This design comes from an exercise in tuning for small area and a short achievable clock period on the open sky130 flow, not from production work.
In this exercise RTL edits were held to simulation tests only and were not proved equivalent to the original.
Power and IR drop assume default switching activity. No driver is modelled on the clock port, so clocking that relies on it looks cheaper here than on a real chip.

v10:
// data_mem_responder
module data_mem_responder #(
  parameter int DEPTH       = 64,
  parameter int WAIT_CYCLES = 2
) (
  input  logic        CLK,
  input  logic        Reset,
  input  logic        req,
  input  logic        we,
  input  logic [31:0] addr,
  input  logic [31:0] wdata,
  input  logic [3:0]  be,
  output logic [31:0] rdata,
  output logic        ack,
  output logic        err,
  output logic        busy
);
Size: roughly 2200 flip-flops, roughly 110 I/O pins, about 55000 um^2 of cells after synthesis.
clock: 4.6 ns
lec_check: 0
cap_margin: 20
core_margin: 2
core_utilization: 60
setup_slack_margin: 2.6
slew_margin: 20
synth_hierarchical: 1
synth_minimum_keep_size: 0
standard.sh (not shown) runs the stock make flow with config.mk's settings and CLKGATE_MAP_FILE= SYNTH_SCRIPT=/design/flow/synth_recipe.tcl, a recipe that flattens the netlist after the stock synthesis.
==> flow/flow/run.sh <==
#!/bin/bash
# Layout flow: the standard ORFS flow (standard.sh), with two changes:
#  * port buffers are plain buffers (buf_2) instead of the delay cell buffer_ports picks;
#  * CTS clusters up to 30 sinks within 80 um per leaf buffer and adds no dummy load
#    cells to balance leaf nets.
# ORFS writes each step's full log under orfs/logs/; make's own output goes to standard.log.
set -euo pipefail
export BUFFER_PORTS_ARGS="-buffer_cell sky130_fd_sc_hd__buf_2"
export CTS_ARGS="-sink_clustering_enable -repair_clock_nets -dont_use_dummy_load -sink_clustering_size 30 -sink_clustering_max_diameter 80"
bash standard.sh > standard.log 2>&1
#### Input delta (v22 over v10)
Settings: swapping 2.6 for 2.45 in SETUP_SLACK_MARGIN.
## What came out
- v22: no failed stages, no open violations at the end
- v22 and v10 ended up with roughly the same area taken by flip-flops and latches.
- Relative to v10, maximum vdd drop has decreased by 0.014 mV in v22.
- When v22 is set beside v10, its post-layout minimum cycle time turns out to be 10 ps larger.
- Going from v10 to v22, worst setup slack down 10 ps; share of the core filled with cells in the final layout fell 0.57 points; cell area after technology mapping now sits at about the same level.
- In v22, maximum clock frequency is lower than in v10.
- Run comparison: v22 end point of the critical path busy; v10 end point of the critical path rdata[26]
- Power: v10 vs v22 — no meaningful difference
- The via count of the first global-routing pass of v10 and that of v22 are within noise of each other.
- Post-cts resize count, v10 and v22, higher one = v10.
Input-level comparison between v28 and v22:
Settings: SETUP_SLACK_MARGIN changed from 2.45 to 2.6.
--- a/flow/flow/run.sh
+++ b/flow/flow/run.sh
@@ -7,4 +7,4 @@
 set -euo pipefail
 export BUFFER_PORTS_ARGS="-buffer_cell sky130_fd_sc_hd__buf_2"
-export CTS_ARGS="-sink_clustering_enable -repair_clock_nets -dont_use_dummy_load -sink_clustering_size 30 -sink_clustering_max_diameter 80"
+export CTS_ARGS="-sink_clustering_enable -repair_clock_nets -dont_use_dummy_load -sink_clustering_size 30 -sink_clustering_max_diameter 80 -buf_list {sky130_fd_sc_hd__clkbuf_8 sky130_fd_sc_hd__clkbuf_16}"
 bash standard.sh > standard.log 2>&1
[summary]
Both conditions hold for v28: the flow ran to the end and the final layout passed the timing, design-rule and antenna checks.
Both conditions hold for v22: the flow ran to the end and the final layout passed the timing, design-rule and antenna checks.
The lower final clock period utilization by the worst path of v22 and v28 is in v28.
Relative to v22, area of all placed cells without fillers has gone up in v28.
Between v22 and v28, the difference in total routing resource utilization after global routing is negligible.
Sequential group share of total power delta (v22 -> v28): insignificant
The met1 capacity usage during global routing of v22 and that of v28 are within noise of each other.
Changes observed in v28 relative to v22: non-clock buffer count climbed 11%, worst hold slack ~0 delta.


The RTL this note starts from:
==> flow/design.v <==
module data_mem_responder #(
  parameter int DEPTH       = 64,
  parameter int WAIT_CYCLES = 2
) (
  input  logic        CLK,
  input  logic        Reset,
  input  logic        req,
  input  logic        we,
  input  logic [31:0] addr,
  input  logic [31:0] wdata,
  input  logic [3:0]  be,
  output logic [31:0] rdata,
  output logic        ack,
  output logic        err,
  output logic        busy
);
  localparam int AW = $clog2(DEPTH);
  localparam int NG = DEPTH / 4;
  localparam int GW = AW - 2;
  logic          r_busy, r_ack, r_err;
  logic          r_st1, r_ld1, r_p2, r_ld2;
  logic          r_pa, r_pb;
  logic [1:0]    r_rot, r_pos;
  logic [GW-1:0] r_grp;
  logic [3:0]    r_be;
  logic [31:0]   r_data;
  logic [31:0]   r_rdata;
  logic          w_acc, w_legal, w_wr, w_cap;
  logic          w_pa_n, w_pb_n;
  logic [1:0]    w_pos_n;
  logic [GW-1:0] w_grp_n;
  logic          r_wr;
  logic [NG-1:0] r_wg;
  logic [1:0]    w_pos_in;
  logic [1:0]    r_sel [NG];
  assign w_acc   = req && !r_busy;
  assign w_legal = (addr[1:0] == 2'b00) && (addr[31:AW+2] == '0);
  assign rdata = r_rdata;
  assign ack   = r_ack;
  assign err   = r_err;
  assign busy  = r_busy;
  assign w_pos_in = addr[3:2] + r_rot + 2'd1;
  assign w_wr  = r_wr;
  assign w_cap = !r_busy && !(r_pb && !w_wr);
  always_ff @(posedge CLK or posedge Reset)
    if (Reset) begin
      r_busy <= 1'b0;
      r_ack  <= 1'b0;
      r_err  <= 1'b0;
      r_st1  <= 1'b0;
      r_ld1  <= 1'b0;
      r_p2   <= 1'b0;
      r_ld2  <= 1'b0;
      r_pa   <= 1'b0;
    end else begin
      r_busy <= w_acc || r_st1 || r_ld1 || r_p2;
      r_ack  <= (w_acc && !w_legal) || r_p2;
      r_err  <= w_acc && !w_legal;
      r_st1  <= w_acc && w_legal && we;
      r_ld1  <= w_acc && w_legal && !we;
      r_p2   <= r_st1 || r_ld1;
      r_ld2  <= r_ld1;
      r_pa   <= w_pa_n;
    end
  assign w_pa_n  = !Reset && ((w_acc && w_legal && we) || (r_pa && r_st1 && !w_wr));
  assign w_pb_n  = (r_pa && !r_st1 && !w_wr) || (r_pb && !w_wr);
  assign w_pos_n = w_cap ? w_pos_in : r_pos + 2'd1;
  assign w_grp_n = w_cap ? addr[AW+1:4] : r_grp;
  always_ff @(posedge CLK)
    r_pb <= w_pb_n;
  always_ff @(posedge CLK) begin
    r_wr <= (w_pa_n || w_pb_n) && (w_pos_n == 2'd3);
    for (int g = 0; g < NG; g++)
      r_wg[g] <= (w_pa_n || w_pb_n) && (w_pos_n == 2'd3) && (w_grp_n == GW'(g));
  end
  always_ff @(posedge CLK)
    r_rot <= r_rot + 2'd1;
  always_ff @(posedge CLK)
    if (w_cap) begin
      r_grp   <= addr[AW+1:4];
      r_pos   <= w_pos_in;
      r_be    <= be;
    end else begin
      r_pos   <= r_pos + 2'd1;
    end
  logic [31:0] w_data_n;
  assign w_data_n = ~r_data;
  logic [31:0] q [NG][4];
  logic [NG-1:0] w_gsel;
  for (genvar g = 0; g < NG; g++) begin : g_grp
    assign w_gsel[g] = (r_grp == GW'(g));
    always_ff @(posedge CLK) begin
      q[g][1] <= q[g][0];
      q[g][2] <= q[g][1];
      q[g][3] <= q[g][2];
    end
    for (genvar b = 0; b < 4; b++) begin : g_byte
      logic       w_hold_n;
      logic [7:0] w_d;
      assign w_hold_n = !(r_wg[g] && r_be[b]);
      for (genvar k = 0; k < 8; k++) begin : g_bit
        dmr_wmux u_w (.keep(w_hold_n), .q(q[g][3][8*b+k]), .dn(w_data_n[8*b+k]), .d(w_d[k]));
      end
      always_ff @(posedge CLK)
        q[g][0][8*b +: 8] <= w_d;
    end
    for (genvar h = 0; h < 2; h++) begin : g_rsel
      always_ff @(posedge CLK)
        r_sel[g][h] <= (!r_busy && addr[AW+1:4] == GW'(g) && w_pos_in == 2'(2*h)) ||
                       (r_ld1 && w_gsel[g] && r_pos + 2'd1 == 2'(2*h));
    end
  end
  logic [31:0] w_m;
  for (genvar i = 0; i < 32; i++) begin : g_rbit
    logic [2*NG-1:0] w_sel, w_dat;
    logic [10:0]     w_y;
    for (genvar g = 0; g < NG; g++) begin : g_t
      assign w_sel[2*g]   = r_sel[g][0];
      assign w_dat[2*g]   = q[g][0][i];
      assign w_sel[2*g+1] = r_sel[g][1];
      assign w_dat[2*g+1] = q[g][2][i];
    end
    for (genvar k = 0; k < 10; k++) begin : g_s
      dmr_aoi3 u_s (.a0(w_sel[3*k]), .b0(w_dat[3*k]), .a1(w_sel[3*k+1]), .b1(w_dat[3*k+1]),
                    .a2(w_sel[3*k+2]), .b2(w_dat[3*k+2]), .y(w_y[k]));
    end
    dmr_aoi3 u_s10 (.a0(w_sel[30]), .b0(w_dat[30]), .a1(w_sel[31]), .b1(w_dat[31]),
                    .a2(r_ld2), .b2(r_data[i]), .y(w_y[10]));
    assign w_m[i] = !(&w_y);
  end
  always_ff @(posedge CLK)
    if (w_cap)      r_data <= wdata;
    else if (r_ld1) r_data <= w_m;
  always_ff @(posedge CLK or posedge Reset)
    if (Reset) r_rdata <= '0;
    else       r_rdata <= r_ld2 ? w_m : '0;
endmodule
module dmr_aoi3 (
  input  logic a0, b0, a1, b1, a2, b2,
  output logic y
);
  assign y = !((a0 && b0) || (a1 && b1) || (a2 && b2));
endmodule
module dmr_wmux (
  input  logic keep, q, dn,
  output logic d
);
  assign d = keep ? q : !dn;
endmodule
==> flow/config.mk <==
export PLATFORM = sky130hd
export DESIGN_NAME = data_mem_responder
export DESIGN_NICKNAME = data_mem_responder
export VERILOG_FILES = /design/flow/design.v
export SDC_FILE = /design/flow/constraint.sdc
export NUM_CORES = 4
export LEC_CHECK = 0
export CAP_MARGIN = 20
export CORE_MARGIN = 2
export CORE_UTILIZATION = 60
export SETUP_SLACK_MARGIN = 2.6
export SLEW_MARGIN = 20
export SYNTH_HIERARCHICAL = 1
export SYNTH_MINIMUM_KEEP_SIZE = 0
==> flow/constraint.sdc <==
create_clock -name core_clock -period 4.6 [get_ports {CLK}]
set_input_delay 0.9200 -clock core_clock [delete_from_list [all_inputs] [get_ports {CLK}]]
set_output_delay 0.9200 -clock core_clock [all_outputs]
set_load 0.01 [all_outputs]
==> flow/flow/run.sh <==
#!/bin/bash
# Layout flow: the standard ORFS flow (standard.sh), with two changes:
#  * port buffers are plain buffers (buf_2) instead of the delay cell buffer_ports picks;
#  * CTS clusters up to 40 sinks within 60 um per leaf buffer and adds no dummy load
#    cells to balance leaf nets.
# ORFS writes each step's full log under orfs/logs/; make's own output goes to standard.log.
set -euo pipefail
export BUFFER_PORTS_ARGS="-buffer_cell sky130_fd_sc_hd__buf_2"
export CTS_ARGS="-sink_clustering_enable -repair_clock_nets -dont_use_dummy_load -sink_clustering_size 40 -sink_clustering_max_diameter 60"
bash standard.sh > standard.log 2>&1
The baseline produced a clean layout.
Rerun with:
==> flow/flow/run.sh (replaced) <==
#!/bin/bash
# Layout flow: the standard ORFS flow (standard.sh), with two changes:
#  * port buffers are plain buffers (buf_2) instead of the delay cell buffer_ports picks;
#  * CTS clusters up to 30 sinks within 80 um per leaf buffer and adds no dummy load
#    cells to balance leaf nets.
# ORFS writes each step's full log under orfs/logs/; make's own output goes to standard.log.
set -euo pipefail
export BUFFER_PORTS_ARGS="-buffer_cell sky130_fd_sc_hd__buf_2"
export CTS_ARGS="-sink_clustering_enable -repair_clock_nets -dont_use_dummy_load -sink_clustering_size 30 -sink_clustering_max_diameter 80"
bash standard.sh > standard.log 2>&1
CORE_UTILIZATION = 70   (was 60)
Via count rises by 3.1%. Global-route usage is higher by 4.4 points. Clock power fell by 14%. Final area decreases by 1.1%. Power fell by about 4.7%. Clock-buffer cell count falls by 32. Clock skew falls by 0.030 ns.

port drivers added, routing unchanged:
In the flow no input, the clock included, has a driving cell. The finished layouts below were timed again as built, in two steps. Step 1 (the two cells are an assumption about what drives the block):
set clk [get_ports {CLK}]
set_driving_cell -lib_cell sky130_fd_sc_hd__clkbuf_16 $clk
set_driving_cell -lib_cell sky130_fd_sc_hd__buf_2 [delete_from_list [all_inputs] $clk]
Step 2 adds t to the input delays and takes it off the output delays; t is the mean of the earliest and latest rising clock arrival at the registers after step 1. Input paths then give back, and output paths get back, about the clock's delay inside the block. a / b / c = no drivers / after step 1 / after step 2; a / b = the first two.
| run | t, ns | setup slack, ns | cell pins on the clock port's net |
|---|---|---|---|
| v10 | 0.732 | 2.389 / 2.321 / 2.031 | 1 |
| v22 | 0.724 | 2.379 / 2.309 / 1.948 | 1 |
| v28 | 0.732 | 2.389 / 2.321 / 2.031 | 1 |
| the first run of note 2 | 0.772 | 2.372 / 2.301 / 2.017 | 1 |
| the second run of note 2 | 0.724 | 2.375 / 2.304 / 1.879 | 1 |
After both steps every run listed still meets setup and hold. The setup slack of the second run of note 2, which loses most, moves by -0.071 ns with the drivers and by -0.496 ns with both steps.
